Source: an optimization exercise on an open RTL-to-GDS flow (aim: small area, a short achievable clock period and few clock cycles). Production flows keep margins and buffers that such runs may drop.
In this exercise RTL edits were held to simulation tests only and were not proved equivalent to the original.

==> 12-12: inputs <==
## disc_flight_drag_integrator_core
module disc_flight_drag_integrator_core (
   input  logic                clock,
   input  logic                reset,
   input  logic                csr_write,
   input  logic [2:0]          csr_index,
   input  logic [31:0]         csr_data,
   input  logic                req_valid,
   output logic                req_stall,
   input  logic                req_type,
   input  logic [15:0]         req_time_step,
   input  logic signed [31:0]  req_load_pos_x,
   input  logic signed [31:0]  req_load_pos_y,
   input  logic signed [31:0]  req_load_pos_z,
   input  logic signed [31:0]  req_load_vel_x,
   input  logic signed [31:0]  req_load_vel_y,
   input  logic signed [31:0]  req_load_vel_z,
   output logic                rsp_valid,
   input  logic                rsp_stall,
   output logic signed [31:0]  rsp_out_pos_x,
   output logic signed [31:0]  rsp_out_pos_y,
   output logic signed [31:0]  rsp_out_pos_z,
   output logic signed [31:0]  rsp_out_vel_x,
   output logic signed [31:0]  rsp_out_vel_y,
   output logic signed [31:0]  rsp_out_vel_z,
   output logic                rsp_saturated
);
Settings: LEC_CHECK=0, CAP_MARGIN=20, CORE_MARGIN=2, CORE_UTILIZATION=40, PLACE_DENSITY=0.6, SLEW_MARGIN=20; clock period 12.0 ns.
run.sh (not shown) runs the stock make flow with config.mk's settings and CLKGATE_MAP_FILE= SYNTH_SCRIPT=/design/flow/synth_recipe.tcl, a recipe that flattens the netlist after the stock synthesis.
==> 01-03 (differences from 12-12) <==
--- a/flow/design.v
+++ b/flow/design.v
@@ -55,14 +55,14 @@
    output logic                rsp_saturated
 );
    localparam logic [3:0] F_IDLE = 4'd0, F_SQ0 = 4'd1, F_SQ1 = 4'd2, F_SQ2 = 4'd3,
                           F_RT = 4'd4, F_P0 = 4'd5, F_P1 = 4'd6, F_P2 = 4'd7,
                           F_P3 = 4'd8, F_P4 = 4'd9, F_P5 = 4'd10, F_P6 = 4'd11,
                           F_C0 = 4'd12, F_C1 = 4'd13, F_C2 = 4'd14, F_C3 = 4'd15;
-   localparam logic [2:0] T_IDLE = 3'd0, T_Z = 3'd1, T_L = 3'd5, T_X = 3'd2,
-                          T_Y = 3'd3, T_P = 3'd4;
+   localparam logic [2:0] T_IDLE = 3'd0, T_Z = 3'd1, T_L = 3'd5, T_PZ = 3'd2,
+                          T_PX = 3'd3, T_PY = 3'd4;
    logic [30:0] drag_ff, lift_ff, area_ff, imass_ff;
    logic [31:0] lprod_ff;
    logic [2:0][31:0] wind_ff;
    logic        dirty_ff;
    logic [30:0] kd_ff;
    logic [31:0] lacc_ff;
@@ -73,22 +73,26 @@
    logic [15:0] dtf_ff;
    logic        flagf_ff;
    logic signed [31:0] ma_ff, mb_ff;
    logic [63:0] s2_ff;
    logic [33:0] rem_ff;
    logic [31:0] root_ff;
+   logic [33:0] root3_ff;    
    logic [3:0]  rcnt_ff;
+   logic        rt_first_ff;   
+   logic        rskip;         
+   logic [7:0]  rbits;         
    logic        ssat_ff;
    logic [31:0] ks_ff, drag_ff2, fsum_ff;
    logic [2:0]  tst_ff;
    logic        flagt_ff;
-   logic [31:0] vzpre_ff;    
    logic signed [32:0] sa_ff;
    logic [15:0] sb_ff;
-   logic [31:0] sc_ff;       
-   logic        scsh_ff;
+   logic [5:0]  scs_ff;
+   logic [31:0] sc;
+   logic        scsh;
    logic rsp_free, tick_ok, launch_ok, acc_tick, acc_launch, f_hold, f_pre;
    logic csr_dep;
    assign rsp_free  = !rsp_valid_ff || !rsp_stall;
    assign f_pre     = (fst_ff[3:2] == 2'b11);
    assign f_hold    = (fst_ff == F_P1) && (tst_ff != T_IDLE);
    assign tick_ok   = ((fst_ff == F_IDLE) || (fst_ff == F_P6)) && !dirty_ff;
@@ -96,18 +100,17 @@
    assign req_stall = (req_type == dfdi_pkg::REQ_LAUNCH) ? !launch_ok : !tick_ok;
    assign acc_tick   = req_valid && (req_type == dfdi_pkg::REQ_TICK) && tick_ok;
    assign acc_launch = req_valid && (req_type == dfdi_pkg::REQ_LAUNCH) && launch_ok;
    assign csr_dep = csr_write && (csr_index <= dfdi_pkg::REG_LIFT_PRODUCT);
    logic signed [65:0] mp;
    logic signed [65:0] maddend;
+   logic        add_s2_ff, add_v_ff;    
    always_comb begin
-      case (fst_ff)
-         F_SQ1, F_SQ2:     maddend = {2'b00, s2_ff};
-         F_P1, F_P2, F_P4: maddend = 66'(mb_ff);
-         default:          maddend = '0;
-      endcase
+      maddend = '0;
+      if (add_s2_ff) maddend = {2'b00, s2_ff};
+      if (add_v_ff) maddend = 66'(mb_ff);
    end
    always_comb begin
       logic [32:0] bx;
       logic [2:0]  g;
       logic [33:0] m;
       logic [65:0] acc;
@@ -160,37 +163,50 @@
       end
       lzg = 3'd0;
       for (int i = 1; i < 8; i++) if (okxy[i] && okz[i]) lzg = 3'(i);
    end
    logic [33:0] rem_nx;
    logic [31:0] root_nx;
+   logic [33:0] root3_nx;
+   assign rskip = rt_first_ff && (s2_ff[63:56] == 8'd0) && (rcnt_ff != 4'd1);
+   assign rbits = rskip ? s2_ff[55:48] : s2_ff[63:56];
    always_comb begin
       logic [38:0] x, t1, t2, t3;
-      logic [33:0] r;
+      logic [33:0] r, q3;
       logic [31:0] q;
-      r = rem_ff; q = root_ff;
+      r = rem_ff; q = root_ff; q3 = root3_ff;
       for (int j = 0; j < 2; j++) begin
-         x = {1'b0, r, s2_ff[63 - 4*j -: 4]};
+         x = {1'b0, r, rbits[7 - 4*j -: 4]};
          t1 = x - {4'd0, q, 3'b001};
          t2 = x - {3'd0, q, 4'b0100};
-         t3 = x - ({3'd0, q, 4'b0000} + {4'd0, q, 3'b000} + 39'd9);
-         if (!t3[38]) begin r = t3[33:0]; q = {q[29:0], 2'b11}; end
-         else if (!t2[38]) begin r = t2[33:0]; q = {q[29:0], 2'b10}; end
-         else if (!t1[38]) begin r = t1[33:0]; q = {q[29:0], 2'b01}; end
-         else begin r = x[33:0]; q = {q[29:0], 2'b00}; end
+         t3 = x - {2'd0, q3, 3'b000} - 39'd9;
+         if (!t3[38]) begin
+            r = t3[33:0]; q = {q[29:0], 2'b11}; q3 = {q3[31:0], 2'b00} + 34'd9;
+         end else if (!t2[38]) begin
+            r = t2[33:0]; q = {q[29:0], 2'b10}; q3 = {q3[31:0], 2'b00} + 34'd6;
+         end else if (!t1[38]) begin
+            r = t1[33:0]; q = {q[29:0], 2'b01}; q3 = {q3[31:0], 2'b00} + 34'd3;
+         end else begin
+            r = x[33:0]; q = {q[29:0], 2'b00}; q3 = {q3[31:0], 2'b00};
+         end
       end
-      rem_nx = r; root_nx = q;
+      rem_nx = r; root_nx = q; root3_nx = q3;
    end
    logic signed [49:0] sp;
    always_comb begin
       logic [18:0] bx;
       logic [2:0]  g;
       logic [34:0] m;
       logic [49:0] acc;
       bx = {2'b00, sb_ff, 1'b0};
-      acc = scsh_ff ? {{1{sc_ff[31]}}, sc_ff, 17'd0} : {{2{sc_ff[31]}}, sc_ff, 16'd0};
+      sc = ({32{scs_ff[0]}} & vnew_ff[0]) | ({32{scs_ff[1]}} & vnew_ff[1]) |
+           ({32{scs_ff[2]}} & vnew_ff[2]) |
+           ({32{scs_ff[3]}} & pos_ff[0]) | ({32{scs_ff[4]}} & pos_ff[1]) |
+           ({32{scs_ff[5]}} & pos_ff[2]);
+      scsh = |scs_ff[5:3];
+      acc = scsh ? {{1{sc[31]}}, sc, 17'd0} : {{2{sc[31]}}, sc, 16'd0};
       for (int i = 0; i < 9; i++) acc = acc - (50'd1 << (34 + 2*i));
       for (int i = 0; i < 9; i++) begin
          g = bx[2*i +: 3];
          case (g)
             3'b001, 3'b010: m = {{2{sa_ff[32]}}, sa_ff};
             3'b011:         m = {sa_ff[32], sa_ff, 1'b0};
@@ -241,25 +257,27 @@
                if (acc_tick) fst_ff <= F_SQ0;
                else if (dirty_ff && !csr_dep) fst_ff <= F_C0;
             end
             F_SQ0: fst_ff <= F_SQ1;
             F_SQ1: fst_ff <= F_SQ2;
             F_SQ2: fst_ff <= F_RT;
-            F_RT: if (rcnt_ff == 4'd1) fst_ff <= F_P0;
+            F_RT: if (rcnt_ff == 4'd1 || (rskip && rcnt_ff == 4'd2)) fst_ff <= F_P0;
             F_P1: if (!f_hold) fst_ff <= F_P2;
             F_P6: fst_ff <= acc_tick ? F_SQ0 : F_IDLE;
             F_C3: begin
                fst_ff <= F_IDLE;
                if (!csr_dep) dirty_ff <= 1'b0;
             end
             default: fst_ff <= fst_ff + 4'd1;
          endcase
          if (f_pre && csr_dep) fst_ff <= F_IDLE;
       end
    end
    always_ff @(posedge clock) begin
+      add_s2_ff <= (fst_ff == F_SQ0) || (fst_ff == F_SQ1);
+      add_v_ff <= (fst_ff == F_P0) || (fst_ff == F_P1) || (fst_ff == F_P3);
       case (fst_ff)
          F_IDLE, F_P6: begin
             if (dirty_ff) begin
                ma_ff <= {1'b0, drag_ff}; mb_ff <= {1'b0, area_ff};
             end else begin
                ma_ff <= $signed(vnew_ff[0]); mb_ff <= $signed(vnew_ff[0]);
@@ -280,26 +298,27 @@
          F_C1: begin ma_ff <= mclamp; mb_ff <= lprod_ff; end
          F_C2: begin ma_ff <= mq[31:0]; mb_ff <= {1'b0, imass_ff}; end
          default: ;
       endcase
    end
    always_ff @(posedge clock) begin
+      rt_first_ff <= (fst_ff == F_SQ2);
       if (acc_tick) dtf_ff <= req_time_step;
       case (fst_ff)
          F_SQ0, F_SQ1: s2_ff <= mp[63:0];
          F_SQ2: begin
             s2_ff <= mp[63:0] << {lzg, 3'b000};
             rcnt_ff <= 4'd8 - {1'b0, lzg};
-            rem_ff <= '0; root_ff <= '0;
+            rem_ff <= '0; root_ff <= '0; root3_ff <= '0;
             ssat_ff <= 1'b0;
          end
          F_RT: begin
             if (rcnt_ff == 4'd8 && s2_ff[63:62] != 2'd0) ssat_ff <= 1'b1;
-            rcnt_ff <= rcnt_ff - 4'd1;
-            s2_ff <= {s2_ff[55:0], 8'd0};
-            rem_ff <= rem_nx; root_ff <= root_nx;
+            rcnt_ff <= rcnt_ff - (rskip ? 4'd2 : 4'd1);
+            s2_ff <= rskip ? {s2_ff[47:0], 16'd0} : {s2_ff[55:0], 8'd0};
+            rem_ff <= rem_nx; root_ff <= root_nx; root3_ff <= root3_nx;
          end
          default: ;
       endcase
       case (fst_ff)
          F_P0: ks_ff <= mq[31:0];
          F_P1: if (!f_hold) drag_ff2 <= mq[31:0];
@@ -334,54 +353,52 @@
       if (reset) begin
          tst_ff <= T_IDLE;
       end else begin
          case (tst_ff)
             T_IDLE: if (fst_ff == F_P6) tst_ff <= T_Z;
             T_Z: tst_ff <= T_L;
-            T_L: tst_ff <= T_X;
-            T_X: if (rsp_free) tst_ff <= T_Y;
-            T_Y: tst_ff <= T_P;
+            T_L: tst_ff <= T_PZ;
+            T_PZ: if (rsp_free) tst_ff <= T_PX;
+            T_PX: tst_ff <= T_PY;
             default: tst_ff <= T_IDLE;
          endcase
       end
    end
    always_ff @(posedge clock) begin
       if (fst_ff == F_P6) begin
          flagt_ff <= flagf_ff | mq[32] | sv[32];
       end else begin
          flagt_ff <= flagt_ff |
                      ((tst_ff == T_Z || tst_ff == T_L) ? sv[32] : 1'b0) |
-                     (((tst_ff == T_X && rsp_free) || tst_ff == T_Y) ? spos[32] : 1'b0);
+                     (((tst_ff == T_PZ && rsp_free) || tst_ff == T_PX) ? spos[32] : 1'b0);
       end
-      if (tst_ff == T_Z) vzpre_ff <= sv[31:0];
       if (fst_ff == F_P3 || fst_ff == F_P5 || fst_ff == F_P6) begin
          sa_ff <= {mq[31], mq[31:0]};
          sb_ff <= dtf_ff;
-         scsh_ff <= 1'b0;
          case (fst_ff)
-            F_P3:    sc_ff <= vnew_ff[0];
-            F_P5:    sc_ff <= vnew_ff[1];
-            default: sc_ff <= vnew_ff[2];
+            F_P3:    scs_ff <= 6'b000001;
+            F_P5:    scs_ff <= 6'b000010;
+            default: scs_ff <= 6'b000100;
          endcase
       end else begin
          case (tst_ff)
             T_Z: begin
                sa_ff <= {lacc_ff[31], lacc_ff};
-               sc_ff <= sv[31:0];
+               scs_ff <= 6'b000100;
             end
             T_L: begin
+               sa_ff <= {vel_ff[2][31], vel_ff[2]} + {vnew_ff[2][31], vnew_ff[2]};
+               scs_ff <= 6'b100000;
+            end
+            T_PZ: if (rsp_free) begin
                sa_ff <= {vel_ff[0][31], vel_ff[0]} + {vnew_ff[0][31], vnew_ff[0]};
-               sc_ff <= pos_ff[0]; scsh_ff <= 1'b1;
+               scs_ff <= 6'b001000;
             end
-            T_X: if (rsp_free) begin
+            T_PX: begin
                sa_ff <= {vel_ff[1][31], vel_ff[1]} + {vnew_ff[1][31], vnew_ff[1]};
-               sc_ff <= pos_ff[1];
-            end
-            T_Y: begin
-               sa_ff <= {vel_ff[2][31], vel_ff[2]} + {vzpre_ff[31], vzpre_ff};
-               sc_ff <= pos_ff[2];
+               scs_ff <= 6'b010000;
             end
             default: ;
          endcase
       end
    end
    always_ff @(posedge clock) begin
@@ -390,37 +407,37 @@
          for (int i = 0; i < 3; i++) begin
             pos_ff[i] <= '0;
             vel_ff[i] <= '0;
             vnew_ff[i] <= '0;
          end
       end else begin
-         if (acc_launch || tst_ff == T_P) rsp_valid_ff <= 1'b1;
+         if (acc_launch || tst_ff == T_PY) rsp_valid_ff <= 1'b1;
          else if (!rsp_stall) rsp_valid_ff <= 1'b0;
          if (acc_launch) begin
             pos_ff[0] <= req_load_pos_x; pos_ff[1] <= req_load_pos_y;
             pos_ff[2] <= req_load_pos_z;
             vel_ff[0] <= req_load_vel_x; vel_ff[1] <= req_load_vel_y;
             vel_ff[2] <= req_load_vel_z;
             vnew_ff[0] <= req_load_vel_x; vnew_ff[1] <= req_load_vel_y;
             vnew_ff[2] <= req_load_vel_z;
          end
          if (fst_ff == F_P4) vnew_ff[0] <= sv[31:0];
          if (fst_ff == F_P6) vnew_ff[1] <= sv[31:0];
-         if (tst_ff == T_L) vnew_ff[2] <= sv[31:0];
-         if (tst_ff == T_X && rsp_free) pos_ff[0] <= spos[31:0];
-         if (tst_ff == T_Y) pos_ff[1] <= spos[31:0];
-         if (tst_ff == T_P) begin
-            pos_ff[2] <= spos[31:0];
+         if (tst_ff == T_Z || tst_ff == T_L) vnew_ff[2] <= sv[31:0];
+         if (tst_ff == T_PZ && rsp_free) pos_ff[2] <= spos[31:0];
+         if (tst_ff == T_PX) pos_ff[0] <= spos[31:0];
+         if (tst_ff == T_PY) begin
+            pos_ff[1] <= spos[31:0];
             vel_ff[0] <= vnew_ff[0]; vel_ff[1] <= vnew_ff[1]; vel_ff[2] <= vnew_ff[2];
          end
       end
    end
    always_ff @(posedge clock) begin
       if (reset) sat_ff <= 1'b0;
       else if (acc_launch) sat_ff <= 1'b0;
-      else if (tst_ff == T_P) sat_ff <= flagt_ff | spos[32];
+      else if (tst_ff == T_PY) sat_ff <= flagt_ff | spos[32];
    end
    assign rsp_valid = rsp_valid_ff;
    assign rsp_out_pos_x = pos_ff[0];
    assign rsp_out_pos_y = pos_ff[1];
    assign rsp_out_pos_z = pos_ff[2];
    assign rsp_out_vel_x = vel_ff[0];
Settings changed: ABC_AREA from default to 1, CAP_MARGIN 20 to 40, SETUP_SLACK_MARGIN from default to 3.75.
==> 05-27 (differences from 12-12) <==
--- a/flow/design.v
+++ b/flow/design.v
@@ -73,12 +73,13 @@
    logic [15:0] dtf_ff;
    logic        flagf_ff;
    logic signed [31:0] ma_ff, mb_ff;
    logic [63:0] s2_ff;
    logic [33:0] rem_ff;
    logic [31:0] root_ff;
+   logic [33:0] root3_ff;    
    logic [3:0]  rcnt_ff;
    logic        ssat_ff;
    logic [31:0] ks_ff, drag_ff2, fsum_ff;
    logic [2:0]  tst_ff;
    logic        flagt_ff;
    logic [31:0] vzpre_ff;    
@@ -96,18 +97,17 @@
    assign req_stall = (req_type == dfdi_pkg::REQ_LAUNCH) ? !launch_ok : !tick_ok;
    assign acc_tick   = req_valid && (req_type == dfdi_pkg::REQ_TICK) && tick_ok;
    assign acc_launch = req_valid && (req_type == dfdi_pkg::REQ_LAUNCH) && launch_ok;
    assign csr_dep = csr_write && (csr_index <= dfdi_pkg::REG_LIFT_PRODUCT);
    logic signed [65:0] mp;
    logic signed [65:0] maddend;
+   logic        add_s2_ff, add_v_ff;    
    always_comb begin
-      case (fst_ff)
-         F_SQ1, F_SQ2:     maddend = {2'b00, s2_ff};
-         F_P1, F_P2, F_P4: maddend = 66'(mb_ff);
-         default:          maddend = '0;
-      endcase
+      maddend = '0;
+      if (add_s2_ff) maddend = {2'b00, s2_ff};
+      if (add_v_ff) maddend = 66'(mb_ff);
    end
    always_comb begin
       logic [32:0] bx;
       logic [2:0]  g;
       logic [33:0] m;
       logic [65:0] acc;
@@ -160,28 +160,34 @@
       end
       lzg = 3'd0;
       for (int i = 1; i < 8; i++) if (okxy[i] && okz[i]) lzg = 3'(i);
    end
    logic [33:0] rem_nx;
    logic [31:0] root_nx;
+   logic [33:0] root3_nx;
    always_comb begin
       logic [38:0] x, t1, t2, t3;
-      logic [33:0] r;
+      logic [33:0] r, q3;
       logic [31:0] q;
-      r = rem_ff; q = root_ff;
+      r = rem_ff; q = root_ff; q3 = root3_ff;
       for (int j = 0; j < 2; j++) begin
          x = {1'b0, r, s2_ff[63 - 4*j -: 4]};
          t1 = x - {4'd0, q, 3'b001};
          t2 = x - {3'd0, q, 4'b0100};
-         t3 = x - ({3'd0, q, 4'b0000} + {4'd0, q, 3'b000} + 39'd9);
-         if (!t3[38]) begin r = t3[33:0]; q = {q[29:0], 2'b11}; end
-         else if (!t2[38]) begin r = t2[33:0]; q = {q[29:0], 2'b10}; end
-         else if (!t1[38]) begin r = t1[33:0]; q = {q[29:0], 2'b01}; end
-         else begin r = x[33:0]; q = {q[29:0], 2'b00}; end
+         t3 = x - {2'd0, q3, 3'b000} - 39'd9;
+         if (!t3[38]) begin
+            r = t3[33:0]; q = {q[29:0], 2'b11}; q3 = {q3[31:0], 2'b00} + 34'd9;
+         end else if (!t2[38]) begin
+            r = t2[33:0]; q = {q[29:0], 2'b10}; q3 = {q3[31:0], 2'b00} + 34'd6;
+         end else if (!t1[38]) begin
+            r = t1[33:0]; q = {q[29:0], 2'b01}; q3 = {q3[31:0], 2'b00} + 34'd3;
+         end else begin
+            r = x[33:0]; q = {q[29:0], 2'b00}; q3 = {q3[31:0], 2'b00};
+         end
       end
-      rem_nx = r; root_nx = q;
+      rem_nx = r; root_nx = q; root3_nx = q3;
    end
    logic signed [49:0] sp;
    always_comb begin
       logic [18:0] bx;
       logic [2:0]  g;
       logic [34:0] m;
@@ -254,12 +260,14 @@
             default: fst_ff <= fst_ff + 4'd1;
          endcase
          if (f_pre && csr_dep) fst_ff <= F_IDLE;
       end
    end
    always_ff @(posedge clock) begin
+      add_s2_ff <= (fst_ff == F_SQ0) || (fst_ff == F_SQ1);
+      add_v_ff <= (fst_ff == F_P0) || (fst_ff == F_P1) || (fst_ff == F_P3);
       case (fst_ff)
          F_IDLE, F_P6: begin
             if (dirty_ff) begin
                ma_ff <= {1'b0, drag_ff}; mb_ff <= {1'b0, area_ff};
             end else begin
                ma_ff <= $signed(vnew_ff[0]); mb_ff <= $signed(vnew_ff[0]);
@@ -286,20 +294,20 @@
       if (acc_tick) dtf_ff <= req_time_step;
       case (fst_ff)
          F_SQ0, F_SQ1: s2_ff <= mp[63:0];
          F_SQ2: begin
             s2_ff <= mp[63:0] << {lzg, 3'b000};
             rcnt_ff <= 4'd8 - {1'b0, lzg};
-            rem_ff <= '0; root_ff <= '0;
+            rem_ff <= '0; root_ff <= '0; root3_ff <= '0;
             ssat_ff <= 1'b0;
          end
          F_RT: begin
             if (rcnt_ff == 4'd8 && s2_ff[63:62] != 2'd0) ssat_ff <= 1'b1;
             rcnt_ff <= rcnt_ff - 4'd1;
             s2_ff <= {s2_ff[55:0], 8'd0};
-            rem_ff <= rem_nx; root_ff <= root_nx;
+            rem_ff <= rem_nx; root_ff <= root_nx; root3_ff <= root3_nx;
          end
          default: ;
       endcase
       case (fst_ff)
          F_P0: ks_ff <= mq[31:0];
          F_P1: if (!f_hold) drag_ff2 <= mq[31:0];
Settings changed: ABC_AREA from default to 1, SETUP_SLACK_MARGIN from default to 2.5.
==> notes.md <==
Count of non-CTS inverters in the layout: 05-27 2230; 01-03 1990; 12-12 1128
Die Height: 05-27 551 um; 01-03 544 um; 12-12 541 um
Terminus of the critical flop-to-flop path: 05-27 ma_ff[23]; 01-03 mb_ff[19]; 12-12 mb_ff[1]
Status: 05-27 no timing/DRC/antenna violations; 01-03 no timing/DRC/antenna violations; 12-12 no timing/DRC/antenna violations
Start point of the critical path: 05-27 ma_ff[17]; 01-03 vnew_ff[47]; 12-12 root_ff[3]
Total global-route track usage: 05-27 43.2%; 01-03 45.8%; 12-12 37.1%
Met3 demand-to-capacity share in global routing: 05-27 16.2%; 01-03 19.8%; 12-12 11.8%
Total of plain and repair buffers excluding clock buffers: 05-27 861; 01-03 1406; 12-12 902
Vias in the first global route: 05-27 121k; 01-03 121k; 12-12 106k
Area of the multi-input gates: 05-27 81000 um2; 01-03 85500 um2; 12-12 81600 um2
Startpoint of the most critical hold path: 05-27 dtf_ff[2]; 01-03 imass_ff[16]; 12-12 dtf_ff[8]
Testbench counts of 12-12, summed over its fixed seeds: cycles 15,153.
Testbench counts of 01-03, summed over its fixed seeds: cycles 14,754.
Testbench counts of 05-27, summed over its fixed seeds: cycles 15,153.

[afterwards: timing with drivers on the ports]
The results above use ideal ports. As a check the final layouts listed here were re-extracted and re-timed, cells and wires unchanged. Step 1, drivers: a clkbuf_16 drives clock and a buf_2 each remaining input, both assumed. Step 2 times the ports against the registers' clock, not the clock port: input delays grow and output delays shrink by t, the midpoint of the rising clock arrivals with the driver on. Three values: ideal ports, drivers, drivers and shift; two values: the first two.
| run | shift t [ns] | setup slack, ns | clock arrival spread, ns |
|---|---|---|---|
| 12-12 | 0.875 | 0.247 / 0.247 / 0.247 | 0.107 / 0.107 |
| 01-03 | 0.934 | 3.494 / 3.494 / 3.494 | 0.121 / 0.121 |
| 05-27 | 0.932 | 2.566 / 2.566 / 2.566 | 0.097 / 0.097 |
After both steps every run listed still meets setup and hold.
